From an optimization exercise on the open Yosys and OpenROAD flow, aimed at small area; shortcuts taken in it are not production practice. Function was checked by simulation only, so behaviour that the tests miss may differ from the original. Power and IR drop assume default switching activity.

==> design.v <==
package conv_pkg;
    typedef logic [10-1:0] addr_t;
    typedef logic [10-1:0]  cnt_t;
    typedef logic [12-1:0]  len_t;
    typedef logic [4-1:0] bank_t;
    typedef struct packed {
        logic [1:0] stride;
        logic [2:0] padding;
        logic [4:0] kernel_size;
        cnt_t       in_channels;
        cnt_t       filter_number;
        cnt_t       temporal_length;
    } conv_cfg_t;
    typedef struct packed {
        logic [1:0] stride;
        logic [2:0] padding;
        logic [4:0] kernel_size;
        cnt_t       in_channels;
        cnt_t       filter_number;
        cnt_t       temporal_length;
        logic [2:0] stride_eff;
        len_t       output_length;
        len_t       out_tiles;
        len_t       filter_batches;
    } conv_geom_t;
    typedef struct packed {
        addr_t start_addr;
        addr_t end_addr;
    } addr_win_t;
    typedef enum logic [4:0] {
        S_IDLE,
        S_WEIGHT_REQ,
        S_CHAN_SETUP,
        S_CHAN_SETTLE_A,
        S_CHAN_SETTLE_B,
        S_LOAD,
        S_RUN,
        S_DRAIN,
        S_TILE_INC,
        S_TILE_CHECK,
        S_TILE_SETUP,
        S_TILE_SETTLE,
        S_RESTART,
        S_CHAN_INC,
        S_CHAN_CHECK,
        S_BATCH_INC,
        S_BATCH_CHECK,
        S_DONE
    } seq_state_t;
endpackage
`timescale 1ns/1ps
module conv_cfg_regs
(
    input  logic       clk,
    input  logic       rst,
    input  logic       start,
    input  logic       busy,
    input  conv_pkg::conv_cfg_t  cfg,
    output conv_pkg::conv_geom_t geom
);
    logic       capture;
    logic [2:0] stride_eff;
    conv_pkg::len_t       padded_len;
    conv_pkg::len_t       output_length;
    conv_pkg::len_t       out_tiles;
    conv_pkg::len_t       filter_batches;
    assign capture = start && !busy;
    assign stride_eff = (cfg.stride == 2'd0) ? 3'd1 : {1'b0, cfg.stride};
    assign padded_len = conv_pkg::len_t'(cfg.temporal_length) + (conv_pkg::len_t'(cfg.padding) << 1);
    assign output_length = (padded_len >= conv_pkg::len_t'(cfg.kernel_size)) ?
        (padded_len - conv_pkg::len_t'(cfg.kernel_size)) / conv_pkg::len_t'(stride_eff) + conv_pkg::len_t'(1) : '0;
    assign out_tiles      = (output_length + conv_pkg::len_t'(16 - 1)) / conv_pkg::len_t'(16);
    assign filter_batches = (conv_pkg::len_t'(cfg.filter_number) + conv_pkg::len_t'(16 - 1)) /
                            conv_pkg::len_t'(16);
    always_ff @(posedge clk or negedge rst) begin
        if (!rst) begin
            geom <= '0;
        end else if (capture) begin
            geom.stride          <= cfg.stride;
            geom.padding         <= cfg.padding;
            geom.kernel_size     <= cfg.kernel_size;
            geom.in_channels     <= cfg.in_channels;
            geom.filter_number   <= cfg.filter_number;
            geom.temporal_length <= cfg.temporal_length;
            geom.stride_eff      <= stride_eff;
            geom.output_length   <= output_length;
            geom.out_tiles       <= out_tiles;
            geom.filter_batches  <= filter_batches;
        end
    end
endmodule
`timescale 1ns/1ps
module conv_loop_fsm
(
    input  logic       clk,
    input  logic       rst,
    input  logic       start,
    input  conv_pkg::conv_geom_t geom,
    input  logic       weight_ack,
    input  logic       load_done,
    input  logic       run_done,
    input  logic       drain_done,
    output logic       busy,
    output logic       weight_req,
    output logic       load_en,
    output logic       load_restart,
    output logic       run_start,
    output logic       drain_en,
    output logic       chan_setup,
    output logic       tile_setup,
    output conv_pkg::cnt_t       tile_idx,
    output conv_pkg::cnt_t       chan_idx,
    output conv_pkg::cnt_t       batch_idx,
    output logic       done_filter,
    output logic       done_all
);
    conv_pkg::seq_state_t state;
    conv_pkg::seq_state_t state_nxt;
    always_comb begin
        state_nxt = state;
        case (state)
            conv_pkg::S_IDLE: begin
                if (start) begin
                    state_nxt = conv_pkg::S_WEIGHT_REQ;
                end
            end
            conv_pkg::S_WEIGHT_REQ: begin
                if (weight_ack) begin
                    state_nxt = conv_pkg::S_CHAN_SETUP;
                end
            end
            conv_pkg::S_CHAN_SETUP: begin
                state_nxt = (geom.out_tiles == '0) ? conv_pkg::S_CHAN_INC : conv_pkg::S_CHAN_SETTLE_A;
            end
            conv_pkg::S_CHAN_SETTLE_A: state_nxt = conv_pkg::S_CHAN_SETTLE_B;
            conv_pkg::S_CHAN_SETTLE_B: state_nxt = conv_pkg::S_LOAD;
            conv_pkg::S_LOAD: begin
                if (load_done) begin
                    state_nxt = conv_pkg::S_RUN;
                end
            end
            conv_pkg::S_RUN: begin
                if (run_done) begin
                    state_nxt = conv_pkg::S_DRAIN;
                end
            end
            conv_pkg::S_DRAIN: begin
                if (drain_done) begin
                    state_nxt = conv_pkg::S_TILE_INC;
                end
            end
            conv_pkg::S_TILE_INC: state_nxt = conv_pkg::S_TILE_CHECK;
            conv_pkg::S_TILE_CHECK: begin
                state_nxt = (conv_pkg::len_t'(tile_idx) < geom.out_tiles) ? conv_pkg::S_TILE_SETUP : conv_pkg::S_CHAN_INC;
            end
            conv_pkg::S_TILE_SETUP:  state_nxt = conv_pkg::S_TILE_SETTLE;
            conv_pkg::S_TILE_SETTLE: state_nxt = conv_pkg::S_RESTART;
            conv_pkg::S_RESTART:     state_nxt = conv_pkg::S_LOAD;
            conv_pkg::S_CHAN_INC:    state_nxt = conv_pkg::S_CHAN_CHECK;
            conv_pkg::S_CHAN_CHECK: begin
                if (chan_idx < geom.in_channels) begin
                    if ((chan_idx % 64) == 0) begin
                        state_nxt = conv_pkg::S_WEIGHT_REQ;
                    end else begin
                        state_nxt = conv_pkg::S_CHAN_SETUP;
                    end
                end else begin
                    state_nxt = conv_pkg::S_BATCH_INC;
                end
            end
            conv_pkg::S_BATCH_INC: state_nxt = conv_pkg::S_BATCH_CHECK;
            conv_pkg::S_BATCH_CHECK: begin
                state_nxt = (conv_pkg::len_t'(batch_idx) < geom.filter_batches) ? conv_pkg::S_WEIGHT_REQ : conv_pkg::S_DONE;
            end
            conv_pkg::S_DONE:  state_nxt = conv_pkg::S_IDLE;
            default: state_nxt = conv_pkg::S_IDLE;
        endcase
    end
    always_ff @(posedge clk or negedge rst) begin
        if (!rst) begin
            state <= conv_pkg::S_IDLE;
        end else begin
            state <= state_nxt;
        end
    end
    always_ff @(posedge clk or negedge rst) begin
        if (!rst) begin
            tile_idx  <= '0;
            chan_idx  <= '0;
            batch_idx <= '0;
        end else begin
            case (state)
                conv_pkg::S_IDLE: begin
                    if (start) begin
                        tile_idx  <= '0;
                        chan_idx  <= '0;
                        batch_idx <= '0;
                    end
                end
                conv_pkg::S_TILE_INC: tile_idx <= tile_idx + 1'b1;
                conv_pkg::S_CHAN_INC: begin
                    chan_idx <= chan_idx + 1'b1;
                    tile_idx <= '0;
                end
                conv_pkg::S_BATCH_INC: begin
                    batch_idx <= batch_idx + 1'b1;
                    chan_idx  <= '0;
                end
                default: ;
            endcase
        end
    end
    assign busy         = (state != conv_pkg::S_IDLE);
    assign weight_req   = (state == conv_pkg::S_WEIGHT_REQ);
    assign chan_setup   = (state == conv_pkg::S_CHAN_SETUP);
    assign tile_setup   = (state == conv_pkg::S_TILE_SETUP);
    assign load_restart = (state == conv_pkg::S_RESTART);
    assign load_en      = (state == conv_pkg::S_LOAD);
    assign run_start    = (state == conv_pkg::S_RUN);
    assign drain_en     = (state == conv_pkg::S_DRAIN);
    assign done_filter  = (state == conv_pkg::S_BATCH_CHECK);
    assign done_all     = (state == conv_pkg::S_DONE);
endmodule
`timescale 1ns/1ps
module conv_addr_gen
(
    input  logic       clk,
    input  logic       rst,
    input  conv_pkg::conv_geom_t geom,
    input  logic       chan_setup,
    input  logic       tile_setup,
    input  conv_pkg::cnt_t       tile_idx,
    input  conv_pkg::cnt_t       chan_idx,
    input  conv_pkg::cnt_t       batch_idx,
    output conv_pkg::bank_t      bank_sel,
    output conv_pkg::addr_win_t  ifmap_win,
    output conv_pkg::addr_win_t  weight_win,
    output conv_pkg::addr_win_t  out_win
);
    conv_pkg::addr_t              in_base;
    conv_pkg::addr_t              out_base;
    conv_pkg::addr_t              chan_in_base;
    conv_pkg::addr_t              chan_w_base;
    conv_pkg::addr_t              chan_out_base;
    logic [19:0]        tile_prod;
    logic signed [20:0] tile_pos;
    conv_pkg::addr_t              tile_in_start;
    conv_pkg::addr_t              tile_out_start;
    always_comb begin
        chan_in_base  = conv_pkg::addr_t'((chan_idx / 16) * geom.temporal_length);
        chan_w_base   = conv_pkg::addr_t'((chan_idx % 64) * geom.kernel_size);
        chan_out_base = conv_pkg::addr_t'(batch_idx * geom.output_length);
    end
    always_comb begin
        tile_prod = geom.kernel_size * tile_idx * geom.stride_eff;
        tile_pos  = $signed({1'b0, tile_prod}) - $signed({18'd0, geom.padding});
        if (tile_pos < 0) begin
            tile_in_start = in_base;
        end else if (tile_pos >= $signed({11'd0, geom.temporal_length})) begin
            tile_in_start = in_base + geom.temporal_length;
        end else begin
            tile_in_start = in_base + tile_pos[10-1:0];
        end
        tile_out_start = out_base + conv_pkg::addr_t'(tile_idx * 16);
    end
    always_ff @(posedge clk or negedge rst) begin
        if (!rst) begin
            bank_sel   <= '0;
            in_base    <= '0;
            out_base   <= '0;
            ifmap_win  <= '0;
            weight_win <= '0;
            out_win    <= '0;
        end else if (chan_setup) begin
            bank_sel              <= conv_pkg::bank_t'(chan_idx % 16);
            in_base               <= chan_in_base;
            out_base              <= chan_out_base;
            ifmap_win.start_addr  <= chan_in_base;
            ifmap_win.end_addr    <= chan_in_base + geom.temporal_length - 1'b1;
            weight_win.start_addr <= chan_w_base;
            weight_win.end_addr   <= chan_w_base + geom.kernel_size - 1'b1;
            out_win.start_addr    <= chan_out_base;
            out_win.end_addr      <= conv_pkg::addr_t'(chan_out_base + geom.output_length - 1'b1);
        end else if (tile_setup) begin
            ifmap_win.start_addr <= tile_in_start;
            out_win.start_addr   <= tile_out_start;
        end
    end
endmodule
`timescale 1ns/1ps
module conv_ctrl_top
(
    input  logic      clk,
    input  logic      rst,
    input  logic      start,
    input  conv_pkg::conv_cfg_t cfg,
    input  logic      weight_ack,
    input  logic      load_done,
    input  logic      run_done,
    input  logic      drain_done,
    output logic      weight_req,
    output logic      load_en,
    output logic      load_restart,
    output logic      run_start,
    output logic      drain_en,
    output conv_pkg::bank_t     bank_sel,
    output conv_pkg::addr_win_t ifmap_win,
    output conv_pkg::addr_win_t weight_win,
    output conv_pkg::addr_win_t out_win,
    output logic      done_filter,
    output logic      done_all
);
    conv_pkg::conv_geom_t geom;
    logic       busy;
    logic       chan_setup;
    logic       tile_setup;
    conv_pkg::cnt_t       tile_idx;
    conv_pkg::cnt_t       chan_idx;
    conv_pkg::cnt_t       batch_idx;
    conv_cfg_regs u_cfg_regs (
        .clk   (clk),
        .rst   (rst),
        .start (start),
        .busy  (busy),
        .cfg   (cfg),
        .geom  (geom)
    );
    conv_loop_fsm u_loop_fsm (
        .clk          (clk),
        .rst          (rst),
        .start        (start),
        .geom         (geom),
        .weight_ack   (weight_ack),
        .load_done    (load_done),
        .run_done     (run_done),
        .drain_done   (drain_done),
        .busy         (busy),
        .weight_req   (weight_req),
        .load_en      (load_en),
        .load_restart (load_restart),
        .run_start    (run_start),
        .drain_en     (drain_en),
        .chan_setup   (chan_setup),
        .tile_setup   (tile_setup),
        .tile_idx     (tile_idx),
        .chan_idx     (chan_idx),
        .batch_idx    (batch_idx),
        .done_filter  (done_filter),
        .done_all     (done_all)
    );
    conv_addr_gen u_addr_gen (
        .clk        (clk),
        .rst        (rst),
        .geom       (geom),
        .chan_setup (chan_setup),
        .tile_setup (tile_setup),
        .tile_idx   (tile_idx),
        .chan_idx   (chan_idx),
        .batch_idx  (batch_idx),
        .bank_sel   (bank_sel),
        .ifmap_win  (ifmap_win),
        .weight_win (weight_win),
        .out_win    (out_win)
    );
endmodule
==> run.sh <==
#!/bin/bash
# synth_recipe.tcl (not shown) runs the flow's synth.tcl, then flattens the netlist and writes it again
# the make line also repeats each setting of config.mk as NAME=value (left out here)
make -C /OpenROAD-flow-scripts/flow DESIGN_CONFIG=/design/flow/config.mk WORK_HOME=/design/flow/orfs CLKGATE_MAP_FILE= SYNTH_SCRIPT=/design/flow/synth_recipe.tcl finish
==> config.mk <==
export PLATFORM = sky130hd
export DESIGN_NAME = conv_ctrl_top
export DESIGN_NICKNAME = conv_ctrl_top
export VERILOG_FILES = /design/flow/design.v
export SDC_FILE = /design/flow/constraint.sdc
export NUM_CORES = 4
export LEC_CHECK = 0
export CAP_MARGIN = 20
export CORE_MARGIN = 2
export CORE_UTILIZATION = 40
export SLEW_MARGIN = 20
==> constraint.sdc <==
create_clock -name core_clock -period 30.0 [get_ports {clk}]
set_input_delay 6.0000 -clock core_clock [delete_from_list [all_inputs] [get_ports {clk}]]
set_output_delay 6.0000 -clock core_clock [all_outputs]
set_load 0.01 [all_outputs]
==> summary.txt <==
[registers in the layout, summed over array words and instances (netlist names)]
name	count
u_loop_fsm.state	5
u_addr_gen.bank_sel	4
u_addr_gen.out_base	10
u_cfg_regs.geom	55
u_addr_gen.weight_win	20
u_addr_gen.ifmap_win	20
u_loop_fsm.batch_idx	10
u_addr_gen.in_base	10
u_loop_fsm.chan_idx	10
u_loop_fsm.tile_idx	10
u_addr_gen.out_win	20
[power by group through the flow]
stage          clock network (W)  logic, W  registers (W)
3_3_place_gp                   0   0.00158       0.000403
5_1_grt                 0.000247   0.00182       0.000412
2_1_floorplan                  0   0.00116       0.000375
3_5_place_dp                   0   0.00159       0.000405
6_report                0.000232   0.00162       0.000399
4_1_cts                 0.000238   0.00160       0.000400
[worst min path at each step]
stage | startpoint | slack [ns] | end | depth (start not counted)
2_1_floorplan | u_cfg_regs.geom[59]$_DFFE_PN0P_ | 0.44 | u_cfg_regs.geom[59]$_DFFE_PN0P_ | 2
3_3_place_gp | u_addr_gen.out_win[1]$_DFFE_PN0P_ | 0.46 | u_addr_gen.out_win[1]$_DFFE_PN0P_ | 2
3_5_place_dp | u_addr_gen.out_win[12]$_DFFE_PN0P_ | 0.47 | u_addr_gen.out_win[12]$_DFFE_PN0P_ | 2
4_1_cts | u_addr_gen.out_win[12]$_DFFE_PN0P_ | 0.48 | u_addr_gen.out_win[12]$_DFFE_PN0P_ | 2
5_1_grt | u_cfg_regs.geom[14]$_DFFE_PN0P_ | 0.51 | u_cfg_regs.geom[14]$_DFFE_PN0P_ | 2
6_report | u_addr_gen.out_win[12]$_DFFE_PN0P_ | 0.48 | u_addr_gen.out_win[12]$_DFFE_PN0P_ | 2
[metal layers]
metal  vias to the layer above  GRT usage [%]  part of all wire, %
met5                         -              0                    0
li1                       8393              -                    -
met1                      8179           27.7                   45
met2                       371           39.3                   50
met3                        83           2.63                  3.5
met4                         0           6.99                  2.4
[worst max-delay path: cells and delay by family]
family | cells | cell delay, ns
adder cells (fa/ha/maj) | 16 | 5.02
AND/OR/NAND/NOR | 39 | 8.68
multiplexers | 1 | 0.31
buffers and inverters | 7 | 1.15
AO/OA/AOI/OAI | 40 | 7.79
[cell usage in the layout (no fill, tap or decap), types with 39 or more instances in the layout]
cell,count
a21oi_1,125
and2_1,93
clkdlybuf4s50_1,116
dfrtp_1,174
fa_1,87
ha_1,234
inv_1,269
nand2_1,351
nand3_1,39
nor2_1,142
nor3_1,42
o21ai_0,189
xnor2_1,104
xor2_1,57
[per-stage QoR]
step / power (W) / util (%) / setup TNS, ns
global route: 0.00248 / 45.6 / -0.0160
detailed placement: 0.00199 / 44.1 / -0.646
finish: 0.00225 / 45.6 / 0
CTS: 0.00224 / 45.3 / 0
global placement: 0.00198 / 44.1 / 0
floorplan: 0.00153 / - / 0
[repair_timing]
| item | in CTS | in global routing |
|---|---|---|
| setup endpoints to repair | 0 | 17 |
| resized for setup | 0 | 18 |
| setup buffers | 0 | 4 |
[cells by family (layout without fill, tap and decap cells)]
group           after synthesis  after routing  share of synthesized area [%]
compound gates              543            543                           17.8
xor+xnor                    161            161                           7.17
fa+ha+maj                   322            322                           23.8
buf+inv                     366            451                           7.03
flops                       174            174                           22.2
mux                          22             22                           1.20
simple gates                849            849                           20.9
[final cells by class]
cell class | instances | area, um2 | area share, %
tap | 664 | 831 | 3.74
clock buffer | 19 | 443 | 1.99
clock inverter | 13 | 150 | 0.676
multi-input combinational | 1897 | 14000 | 63.0
sequential | 174 | 4350 | 19.6
timing repair buffer | 146 | 1410 | 6.33
inverter | 273 | 1020 | 4.61
==> reports/metrics.yaml <==
placement:
  dp.final_hpwl_um: 43700
  port-buffer-count: 117
  globalplace.congestion: 0.904
  numPlacedInstances: 3149
  placed_area_mm2: 0.0215
  dp_worst_setup_slack_ns: -0.197
global_routing:
  grt_start_max_net_pins: 116
  initial_antenna_violation_count: 0
  gr-total-overflow: 0
  grt_pass1_vias: 17100
  groute.usage.overall_pct: 22.0
  grt_first_pass_wirelength_um: 88900
worst_setup_path:
  regToRegStartpoint: "u_cfg_regs.geom[73]$_DFFE_PN0P_"
  timing_worst_setup_path_type: "in2reg"
  end_kind: "register"
  critical_path_arrival_ns: 29.04
  ff2ff_path_depth: 42
  cp_common_cell: "ha_1"
  timing.critical_path.slowest_stage_cell: "clkdlybuf4s50_1"
  cp-startpoint: "cfg[1]"
  setup.worst_path.start_class: "input port"
  setup.reg_to_reg.worst_slack_ns: 19.94
  worst_ep_required_time_ns: 30.40
  crit_path_end: "u_cfg_regs.geom[19]$_DFFE_PN0P_"
  cp_max_fo: 9
  worst_r2r_endpoint: "u_addr_gen.ifmap_win[19]$_DFFE_PN0P_"
  cpPeakStageDelay_ns: 0.60
route:
  route.detailed.vias_per_inst: 5.34
  first_pass_iters: 5
  total_via_count_in_the_routed_design: 17000
  remaining_drc_errors: 0
  antenna_violating_nets_post_route: 0
  average_routed_wire_per_standard_cell_um: 17.2
  drt-total-wl_um: 54900
  detailedRoute.firstIterationViolations: 1020
yosys:
  post-synth-top-area-fraction_pct: 22.2
  syn_area_mm2: 0.0197
  ys_warn_count: 3
  yosys-top-cells-count: "nand2_1, inv_1, ha_1"
  postSynthCellCount: 2437
  synth-async-reset-ratio_pct: 100
  synthDistinctLibCells: 98
  avgSynthCellArea_um2: 8.06
  netlist.top_cell.by_area: "dfrtp_1"
  synth.ff_latch_count: 174
  synth_nets: 2806
  synth.yosys.seq_area_share_pct: 22.2
  synthFlopType: "dfrtp_1"
  synth_top_cells_by_area: "dfrtp_1, ha_1, fa_1"
  synth.most_common_cell: "nand2_1"
  number_of_enable_type_register_cells_in_the_synthesized_netlist: 0
power_and_ir_drop:
  clock_power_share_pct: 10.3
  net-switching-power_w: 0.00118
  p_int_w: 0.00107
  pwr_density_cell_mw_per_mm2: 101
  vdd_drop_max_v: 0.0000923
  comb_power_share_pct: 72.0
  seqPwrFrac_pct: 17.7
  leakagePower_nw: 10.6
  switching_share_pct: 52.4
min_path:
  worst_hold_path_type: "reg2reg"
job:
  maxcap_violations: 0
floorplanning:
  design.die.area_mm2: 0.0509
  fp-row-count: 81
  die-height_um: 226
  die_w_um: 226
  area_inside_the_core_boundary_mm2: 0.0487
  initial_core_utilization_pct: 40.3
  io_pins: 118
timing:
  final.setup.worst_slack_ns: 1.36
  timing.final.crit_share_pct: 95.5
  skew_ns: 0.0140
  relSlewSlack_pct: 30.3
  setup_viol: 0
  post-route-min-period_ns: 28.64
  clock.fmax_ghz: 0.0349
  slew_of_the_pin_with_the_lowest_slew_margin_ns: 1.04
  worst_hold_slack_after_final_layout_ns: 0.478
  timing.final.max_slew_violations: 0
  report.final.hold_viol_count: 0
clock_tree:
  clk_pin_slew_worst_paths_ns: 0.07
  clk_root_buffer_cell: "clkbuf_16"
  tritoncts_num_sinks: 174
  cts-htree-levels: 4
  tritoncts.num_buffers: 17
  postCtsHoldBufs: 0
  tritoncts: "yes"
  clk-insertion-delay-late_ns: 0.48
  max-clock-path-buffers: 2
layout:
  stdcell_area_mm2: 0.0222
  area_growth_syn_to_layout_pct: 13.0
  layout.filler_cells: 4838
  final_layout_size_suffix_gt1_share_pct: 5.83
  num_antenna_cells: 0
  nNetsFinal: 2878
  finish.cell_count_without_fillers: 3186
outcome:
  outcome: "finished clean"

what the ideal ports hide:
How much do the figures lean on ideal ports? The routed layout below was timed once more, with nothing changed but the port constraints.
Step 1 sets driving cells, clkbuf_16 on the clock port and buf_2 on the other inputs (assumed; they add their load-dependent delay and slew).
Step 2 also shifts input and output timing later by t, the mid clock arrival at the registers, as if the neighbouring blocks saw the same clock.
Three values: ideal ports, drivers, drivers and shift; two values: the first two.
t (ns): 0.527
slack for setup (ns): 1.359 / 1.382 / 0.855
worst data-port slew with drivers (ns): 0.05
After both steps setup and hold are still met in this run. For this run, drivers alone change the setup slack by +0.023 ns; drivers and shift together by -0.504 ns.
